Context: an optimization exercise on an open-source flow, tuned for small area, a short achievable clock period and few clock cycles per item. The choices shown serve that exercise and are no tape-out recipe. Only simulation tests tie the RTL to the original design; equivalence was not proved. No activity file was given, so power comes from the tool's default toggle rates.

// lattice_fermion_hop_sign
module lattice_fermion_hop_sign #(
    parameter int SITES         = 64,
    parameter int MAX_PARTICLES = 64
) (
    input  logic             clk,
    input  logic             rst_n,
    input  logic             in_valid,
    output logic             in_stall,
    input  lfhs_pkg::in_item_t  in_data,
    output logic             out_valid,
    input  logic             out_stall,
    output lfhs_pkg::out_item_t out_data,
    input  logic             cfg_write,
    input  logic             cfg_index,
    input  logic [lfhs_pkg::CFG_W-1:0] cfg_data
);
For scale: roughly 1200 flip-flops, ~47000 um^2 of cells after synthesis.
export LEC_CHECK = 0
export CAP_MARGIN = 20
export CORE_MARGIN = 2
export CORE_UTILIZATION = 60
export CTS_CLUSTER_DIAMETER = 70
export CTS_CLUSTER_SIZE = 30
export SETUP_SLACK_MARGIN = 2.5
export SLEW_MARGIN = 20
export TNS_END_PERCENT = 5
create_clock -name core_clock -period 5.0 [get_ports {clk}]
run.sh (not shown) runs the stock make flow with config.mk's settings and CLKGATE_MAP_FILE= SYNTH_SCRIPT=/design/flow/synth_recipe.tcl, a recipe that flattens the netlist after the stock synthesis.
Testbench counts at the start, summed over its fixed seeds: cycles 9,640, items 9,600.
==> next run, changes <==
Settings changed: CTS_CLUSTER_DIAMETER 70 to default, CTS_CLUSTER_SIZE 30 to default, TNS_END_PERCENT 5 to default.
What happened: Via count goes up by about 3%; power rose by 18%; sequential power barely changes.

* * *

job 7457:
Starting RTL as in the previous note.
make LEC_CHECK=0 CAP_MARGIN=20 CORE_MARGIN=2 CORE_UTILIZATION=60 CTS_CLUSTER_DIAMETER=70 CTS_CLUSTER_SIZE=30 SETUP_SLACK_MARGIN=2.6 SLEW_MARGIN=20 TNS_END_PERCENT=5 finish   # period 5.0 ns
Looking at the reports, job 7457 completed the entire flow and the layout it produced met the timing, design-rule and antenna checks.
Testbench counts of job 7457, summed over its fixed seeds: cycles 9,640, items 9,600.
For job 6324, these inputs were changed with respect to job 7457:
diff --git a/flow/config.mk b/flow/config.mk
--- a/flow/config.mk
+++ b/flow/config.mk
@@ -11,3 +11,3 @@
-export CTS_CLUSTER_DIAMETER = 70
-export CTS_CLUSTER_SIZE = 30
-export SETUP_SLACK_MARGIN = 2.6
+export CTS_CLUSTER_DIAMETER = 60
+export CTS_CLUSTER_SIZE = 25
+export SETUP_SLACK_MARGIN = 2.7
Notes after the runs:
On job 6324: final cell count without fillers is 1.1% higher than what job 7457 gave. Capture point of the critical path: out_valid -> job 6324, r2_o[5] -> job 7457. Comparing post-route cell area for job 7457 and job 6324, the bigger number came from job 6324. Job 6324 ended with less critical path depth than job 7457. Taking job 7457 as 1.0, job 6324 lands at 1.06 on internal power contribution. Job 6324 against job 7457: initial antenna violation count went down 2, multi-input gate share of the layout cell area went down 0.38 points, number of detailed-routing iterations run before antenna repair went down 2, final worst-path setup slack went up 17 ps.
The following lists how job 3468 was set up differently from job 6324:
diff --git a/flow/config.mk b/flow/config.mk
--- a/flow/config.mk
+++ b/flow/config.mk
@@ -11,3 +11,3 @@
-export CTS_CLUSTER_DIAMETER = 60
-export CTS_CLUSTER_SIZE = 25
-export SETUP_SLACK_MARGIN = 2.7
+export CTS_CLUSTER_DIAMETER = 70
+export CTS_CLUSTER_SIZE = 30
+export SETUP_SLACK_MARGIN = 2.5
@@ -15 +14,0 @@
-export TNS_END_PERCENT = 5
### Flow results
met4 as the uppermost layer routed was reported by job 6324, and met5 by job 3468. Minimum clock period delta (job 3468 − job 6324): favourable. Synthesized cell count essentially unchanged between job 3468 and job 6324. Worst-case hold slack ends up higher on job 3468. Relative to job 6324, critical path depth has gone up in job 3468. Power share of the clock group ended up 3.9 points lower on job 3468 than on job 6324. Summary: with job 6324 as the reference, cell area in job 3468 moved down slightly. Fill cell total of the finished layout was lower in job 6324 than in job 3468.
For job 1177, these inputs were changed with respect to job 3468:
diff --git a/flow/config.mk b/flow/config.mk
--- a/flow/config.mk
+++ b/flow/config.mk
@@ -11,2 +11,2 @@
-export CTS_CLUSTER_DIAMETER = 70
-export CTS_CLUSTER_SIZE = 30
+export CTS_CLUSTER_DIAMETER = 60
+export CTS_CLUSTER_SIZE = 25
@@ -14,0 +15 @@
+export TNS_END_PERCENT = 5
### Flow results
- Job 1177 reached the final stage; the timing, design-rule and antenna checks on its layout passed.
- Per the comparison of job 1177 with job 3468, sequential cell area was more or less identical; via count went up by 354; cell area went up by 1.6%.
- Stage delay of the slowest cell on the critical path: job 1177 vs job 3468 up 100 ps
- Between job 1177 and job 3468, it is job 1177 whose switching portion of total power is higher, by 0.53 points.
- Taking job 3468 as the reference, in job 1177 fmax decreased by 0.0041 GHz relative to the old numbers; multi-input combinational cell area comparable; non-clock buffer count decreased by 14% relative to the old numbers.
- [job 1177 vs job 3468] length of routed met3 wiring: lower in job 1177
- Going from job 3468 to job 1177, the clock group share of total power was found to have gone up by 5.2 points.

-- port drivers added, routing unchanged --
Ports are ideal in the flow. The routed layouts listed here were re-timed in OpenROAD.
Step 1, drivers: a clkbuf_16 drives clk and a buf_2 each remaining input, both assumed.
Step 2 adds t to the input delays and takes it off the output delays; t is the mean of the earliest and latest rising clock arrival at the registers after step 1. Input paths then give back, and output paths get back, about the clock's delay inside the block.
a / b / c = ideal ports / drivers / drivers and shift; a / b = the first two.
| run | t, ns | setup slack, ns | pins driven straight from the clock port |
|---|---|---|---|
| the first run of note 1 | 0.722 | 2.361 / 2.313 / 1.811 | 1 |
| the second run of note 1 | 0.759 | 2.392 / 2.392 / 1.795 | 1 |
| job 7457 | 0.723 | 2.322 / 2.319 / 1.828 | 1 |
| job 6324 | 0.702 | 2.339 / 2.266 / 2.051 | 1 |
| job 3468 | 0.723 | 2.422 / 2.422 / 1.904 | 1 |
| job 1177 | 0.714 | 2.394 / 2.324 / 1.813 | 1 |
After both steps every run listed still meets setup and hold. The setup slack of the second run of note 1, which loses most, moves by 0.000 ns with the drivers and by -0.597 ns with both steps.
